What follows belongs to an exercise in optimizing a design on an open flow for small area, a short achievable clock period and few clock cycles per item; a production flow would make more cautious choices. Function was checked by simulation only, so behaviour that the tests miss may differ from the original.

run 1:
==> flow/design.v (excerpt) <==
module alu_mc (
    input  logic        clk,
    input  logic        reset,
    input  logic        start,
    input  logic        i,
    input  logic [31:0] SrcA,
    input  logic [31:0] SrcB,
    input  logic [3:0]  af,
    output logic        busy,
    output logic        done,
    output logic [31:0] Alures,
    output logic        Zero,
    output logic        Neg,
    output logic        ovfalu
);
Size: roughly 150 flip-flops.
clock: 7.5 ns
lec_check: 0
abc_area: 1
cap_margin: 40
core_margin: 2
core_utilization: 45
setup_slack_margin: 1.0
slew_margin: 20
run.sh (not shown) runs the stock make flow with config.mk's settings and CLKGATE_MAP_FILE= SYNTH_SCRIPT=/design/flow/synth_recipe.tcl, a recipe that flattens the netlist after the stock synthesis.
Testbench counts of run 1, summed over its fixed seeds: cycles 30,282, items 16,000.
Changes in run 2 relative to run 1:
# run 1
export LEC_CHECK = 0
export ABC_AREA = 1
export CAP_MARGIN = 40
export CORE_MARGIN = 2
export CORE_UTILIZATION = 45
export SETUP_SLACK_MARGIN = 1.0
export SLEW_MARGIN = 20
create_clock -name core_clock -period 7.5 [get_ports {clk}]
# run 2
export LEC_CHECK = 0
export ABC_AREA = 1
export CAP_MARGIN = 40
export CORE_MARGIN = 2
export CORE_UTILIZATION = 45
export SETUP_SLACK_MARGIN = 1.8
export SLEW_MARGIN = 20
create_clock -name core_clock -period 7.5 [get_ports {clk}]
Results
Cmp run 2 vs run 1: top achievable clock speed higher in run 2. Core utilization of the finished layout: higher on run 2. Run 2 vs run 1, critical path capture point: m_q[30] vs ovf_q. Diff run 2..run 1 | number of max-cap violations | unchanged.
Input-level comparison between run 3 and run 2:
# run 2
export LEC_CHECK = 0
export ABC_AREA = 1
export CAP_MARGIN = 40
export CORE_MARGIN = 2
export CORE_UTILIZATION = 45
export SETUP_SLACK_MARGIN = 1.8
export SLEW_MARGIN = 20
create_clock -name core_clock -period 7.5 [get_ports {clk}]
# run 3
export LEC_CHECK = 0
export ABC_AREA = 1
export CAP_MARGIN = 40
export CORE_MARGIN = 2
export CORE_UTILIZATION = 45
export SETUP_SLACK_MARGIN = 1.8
export SLEW_MARGIN = 20
export TNS_END_PERCENT = 5
create_clock -name core_clock -period 7.5 [get_ports {clk}]
### Flow results
Going from run 2 to run 3, fraction of the mapped netlist area in compound gates did not really move. Delta (run 3 minus run 2): average cell area after synthesis held; core utilization went down 0.63 points; multi-input logic portion of the cell area went up 0.46 points; register-to-register path setup slack went down 0.05 ns; sum of routed wire segments on met1 went down about 1.5%. On cell count after placement, run 3 tracks run 2 almost exactly. Final area, run 3 vs run 2: down slightly. Fraction of met1 tracks used by global routing (higher): run 3.
Here is what was changed in the inputs of run 4 compared with run 3.
# run 3
export LEC_CHECK = 0
export ABC_AREA = 1
export CAP_MARGIN = 40
export CORE_MARGIN = 2
export CORE_UTILIZATION = 45
export SETUP_SLACK_MARGIN = 1.8
export SLEW_MARGIN = 20
export TNS_END_PERCENT = 5
create_clock -name core_clock -period 7.5 [get_ports {clk}]
# run 4
export LEC_CHECK = 0
export ABC_AREA = 1
export CAP_MARGIN = 40
export CORE_MARGIN = 2
export CORE_UTILIZATION = 55
export SETUP_SLACK_MARGIN = 1.8
export SLEW_MARGIN = 20
export TNS_END_PERCENT = 5
create_clock -name core_clock -period 7.5 [get_ports {clk}]
[summary]
Going from run 3 to run 4, proportion of final cell area spent on non-clock buffers lower, shortest clock period the worst path allows after layout went up. Run 4: first-pass detailed-route iteration total higher than run 3. Compared with run 3, in run 4 number of non-filler instances in the completed layout went down 3.3%; total wire length after detailed routing went down about 5%. Run 4 was carried through to the last stage, and its layout satisfied the timing, design-rule and antenna checks.

* * *

alu_mc again, from the RTL that the note above started with.
Settings: LEC_CHECK=0, ABC_AREA=1, CAP_MARGIN=40, CORE_MARGIN=2, CORE_UTILIZATION=45, SLEW_MARGIN=20; clock period 7.5 ns.
Testbench counts at the start, summed over its fixed seeds: cycles 30,282, items 16,000.
Then changed:
CORE_UTILIZATION = 50   (was 45)
SETUP_SLACK_MARGIN = 1.3   (was not set)
Worst hold slack improved by 3.8 ps. Synthesized area does not change. Design area came out higher by 3.2%.

[afterwards: timing with drivers on the ports]
The results above use ideal ports. As a check the final layouts listed here were re-extracted and re-timed, cells and wires unchanged.
Step 1: set_driving_cell puts a clkbuf_16 on clk and a buf_2 on each other input, an assumption about the parent block.
Step 2 times the ports against the registers' clock, not the clock port: input delays grow and output delays shrink by t, the midpoint of the rising clock arrivals with the driver on.
a / b / c = ideal / step 1 / step 2; a / b = the first two.
run	shift t [ns]	setup slack, ns	worst setup path at the end	worst slew at a driven data input, ns
run 1	0.526	1.184 / 1.184 / 0.736	input to register	0.06
run 2	0.526	1.721 / 1.737 / 1.211	input to register	0.07
run 3	0.528	1.794 / 1.764 / 1.236	input to register	0.20
run 4	0.504	1.624 / 1.624 / 1.139	input to register	0.17
the first run of note 2	0.524	0.485 / 0.525 / 0.001	input to register	0.05
the second run of note 2	0.526	1.344 / 1.344 / 0.974	input to register	0.05
After both steps every run listed still meets setup and hold. The setup slack of run 3, which loses most, moves by -0.030 ns with the drivers and by -0.558 ns with both steps.
